Source: an optimization exercise on an open RTL-to-GDS flow (aim: small area, a short achievable clock period and few clock cycles per item). Production flows keep margins and buffers that such runs may drop.
The RTL was checked by simulation tests, not by an equivalence proof against the original design.
Power is estimated from default activity; no workload was simulated.

== sierra ==
==> flow/design.v (excerpt) <==
module systolic_top (
	input wire logic clk,
	input wire logic rst,
	input wire logic [23:0] horz_data,
	input wire logic [2:0] horz_we,
	output logic [2:0] horz_wrdy,
	input wire logic [47:0] obli_data,
	input wire logic [5:0] obli_we,
	output logic [5:0] obli_wrdy,
	output logic [7:0] dout,
	output logic dout_en
);
Size: ~730 cells after synthesis, roughly 220 flip-flops, ~100 I/O pins.
export LEC_CHECK = 0
export CAP_MARGIN = 20
export CORE_MARGIN = 2
export CORE_UTILIZATION = 40
export SETUP_SLACK_MARGIN = 2.9
export SLEW_MARGIN = 20
create_clock -name core_clock -period 5.0 [get_ports {clk}]
standard.sh (not shown) runs the stock make flow with config.mk's settings and CLKGATE_MAP_FILE= SYNTH_SCRIPT=/design/flow/synth_recipe.tcl, a recipe that flattens the netlist after the stock synthesis.
==> flow/flow/run.sh <==
#!/bin/bash
# Standard layout (the standard.sh: standard synthesis through finish),
# with two changes to how the layout is made:
# - ports get a small plain buffer (buf_1) rather than the delay buffer that
#   buffer_ports picks by default; every input and output port is still
#   buffered, and the resizer may still upsize these buffers;
# - clock tree synthesis clusters up to 30 registers per leaf buffer and
#   inserts no dummy loads.
set -euo pipefail
export BUFFER_PORTS_ARGS="-buffer_cell sky130_fd_sc_hd__buf_1"
export CTS_ARGS="-sink_clustering_enable -repair_clock_nets -dont_use_dummy_load -sink_clustering_size 30 -sink_clustering_max_diameter 80"
bash standard.sh finish > standard_sh.log 2>&1
Per the final summary, sierra finished and its layout is clean on timing, DRC and antenna.
Testbench counts of sierra, summed over its fixed seeds: cycles 3,925, sets 960.
## Diff of input files: juniper against sierra
Settings: SETUP_SLACK_MARGIN changed from 2.9 to 2.8; CAP_MARGIN changed from 20 to 5; SLEW_MARGIN changed from 20 to 5.
Results
Sort sierra and juniper by fraction of the cycle the final worst path needs asc -> top: sierra. Taking sierra as the reference, in juniper layout overhead on the synthesized area fell by 3.3 points; worst-case setup slack after placement moved up; setup slack lost 26 ps. The higher maximum resistive drop on vdd came out of sierra. juniper vs sierra: met3 global-route usage up in juniper. juniper -> sierra: total power flat. As far as tightest slew margin relative to the limit is concerned, sierra and juniper perform about the same.
> inputs changed (juniper -> fjord)
Settings: changing SLEW_MARGIN from 5 to 20; changing CORE_UTILIZATION from 40 to 55; changing CAP_MARGIN from 5 to 20.
fjord reached the end of the flow, and the finished layout is clean on the timing, design-rule and antenna checks.
For fjord, the launching instance or port of the critical path was ol_e[2], unlike juniper, where it was ol[1][2].
[compare] base=juniper new=fjord: clock skew now sits lower; cell count after synthesis about even; tap cell count -about 30%.
Changes in harbor relative to fjord:
Settings: swapping 55 for 40 in CORE_UTILIZATION.
==> flow/flow/run.sh <==
#!/bin/bash
# Standard layout (the standard.sh: standard synthesis through finish),
# with one change: ports get a small plain buffer (buf_1/buf_2) rather than
# the delay buffer buffer_ports picks by default. Every input and output port
# is still buffered, and the resizer may still upsize these buffers.
set -euo pipefail
export BUFFER_PORTS_ARGS="-buffer_cell sky130_fd_sc_hd__buf_1"
bash standard.sh finish > standard_sh.log 2>&1
==> run summary <==
Switching part of the total power delta for harbor relative to fjord: 1.0 points lower. The lower clock network area share came out of fjord. Summary of harbor over fjord: met2 wire length +3.9%; area growth from synthesis to final layout +4.0 points; power per cell area +33 mW/mm2.
Setup changes, harbor to lagoon
Settings: ABC_AREA newly set to 1.
==> flow/flow/run.sh <==
#!/bin/bash
# Standard layout (the standard.sh: standard synthesis through finish),
# with two changes to how the layout is made:
# - ports get a small plain buffer (buf_1) rather than the delay buffer that
#   buffer_ports picks by default; every input and output port is still
#   buffered, and the resizer may still upsize these buffers;
# - clock tree synthesis clusters up to 30 registers per leaf buffer and
#   inserts no dummy loads.
set -euo pipefail
export BUFFER_PORTS_ARGS="-buffer_cell sky130_fd_sc_hd__buf_1"
export CTS_ARGS="-sink_clustering_enable -repair_clock_nets -dont_use_dummy_load -sink_clustering_size 30 -sink_clustering_max_diameter 80"
bash standard.sh finish > standard_sh.log 2>&1
Findings:
From harbor to lagoon the numbers moved as follows: clock buffer count in the final layout has decreased; sum of net half-perimeters after detailed placement has increased. Floorplan die area: lagoon worse than harbor. lagoon vs harbor — average instance area after synthesis dropped by more than 10%. On hold slack, the lower figure sits with lagoon, not harbor. In the flow results for lagoon and harbor, the number of standard cells after synthesis is smaller on harbor. Fraction of the mapped netlist area in adder cells: lagoon and harbor compared, lower one is lagoon. Power in combinational cells sits higher in lagoon than in harbor. Going from harbor to lagoon, the combinational share of power was found to have gone up by 4.5 points. Post-synthesis xor/xnor area fraction essentially unchanged between lagoon and harbor.
> inputs changed (lagoon -> maple)
Settings: ABC_AREA removed (was 1).
Results
Of lagoon and maple, the run reporting the lower total core area was maple.
Looking at post-synthesis to final-layout area growth, maple sits 0.47 points above lagoon.
As far as clock tree cell share of total cell area is concerned, maple and lagoon perform about the same.
As far as number of flip-flops and latches goes, lagoon and maple are indistinguishable; the numbers are identical.
Relative to lagoon, the via count measured on maple has decreased by more than 10%.

[static timing again, ports no longer ideal]
Ports are ideal in the flow. The routed layouts listed here were re-timed in OpenROAD.
Step 1 (the two cells are an assumption about what drives the block):
set clk [get_ports {clk}]
set_driving_cell -lib_cell sky130_fd_sc_hd__clkbuf_16 $clk
set_driving_cell -lib_cell sky130_fd_sc_hd__buf_2 [delete_from_list [all_inputs] $clk]
Step 2 also shifts input and output timing later by t, the mid clock arrival at the registers, as if the neighbouring blocks saw the same clock.
Slacks: ideal ports / drivers / drivers and shift; pairs: ideal ports / drivers.
| run | t (ns) | slack for setup (ns) | hold slack, ns | pins driven straight from the clock port |
|---|---|---|---|---|
| sierra | 0.508 | 2.865 / 2.865 / 2.697 | 0.338 / 0.338 / 0.338 | 1 |
| juniper | 0.500 | 2.839 / 2.832 / 2.620 | 0.340 / 0.340 / 0.340 | 1 |
| fjord | 0.503 | 2.805 / 2.805 / 2.571 | 0.339 / 0.339 / 0.339 | 1 |
| harbor | 0.556 | 2.852 / 2.825 / 2.566 | 0.330 / 0.330 / 0.330 | 1 |
| lagoon | 0.504 | 2.899 / 2.875 / 2.898 | 0.325 / 0.325 / 0.325 | 1 |
| maple | 0.500 | 2.839 / 2.832 / 2.620 | 0.340 / 0.340 / 0.340 | 1 |
After both steps setup and hold are still met in every run listed. For harbor, which loses most, drivers alone change the setup slack by -0.027 ns; drivers and shift together by -0.286 ns.
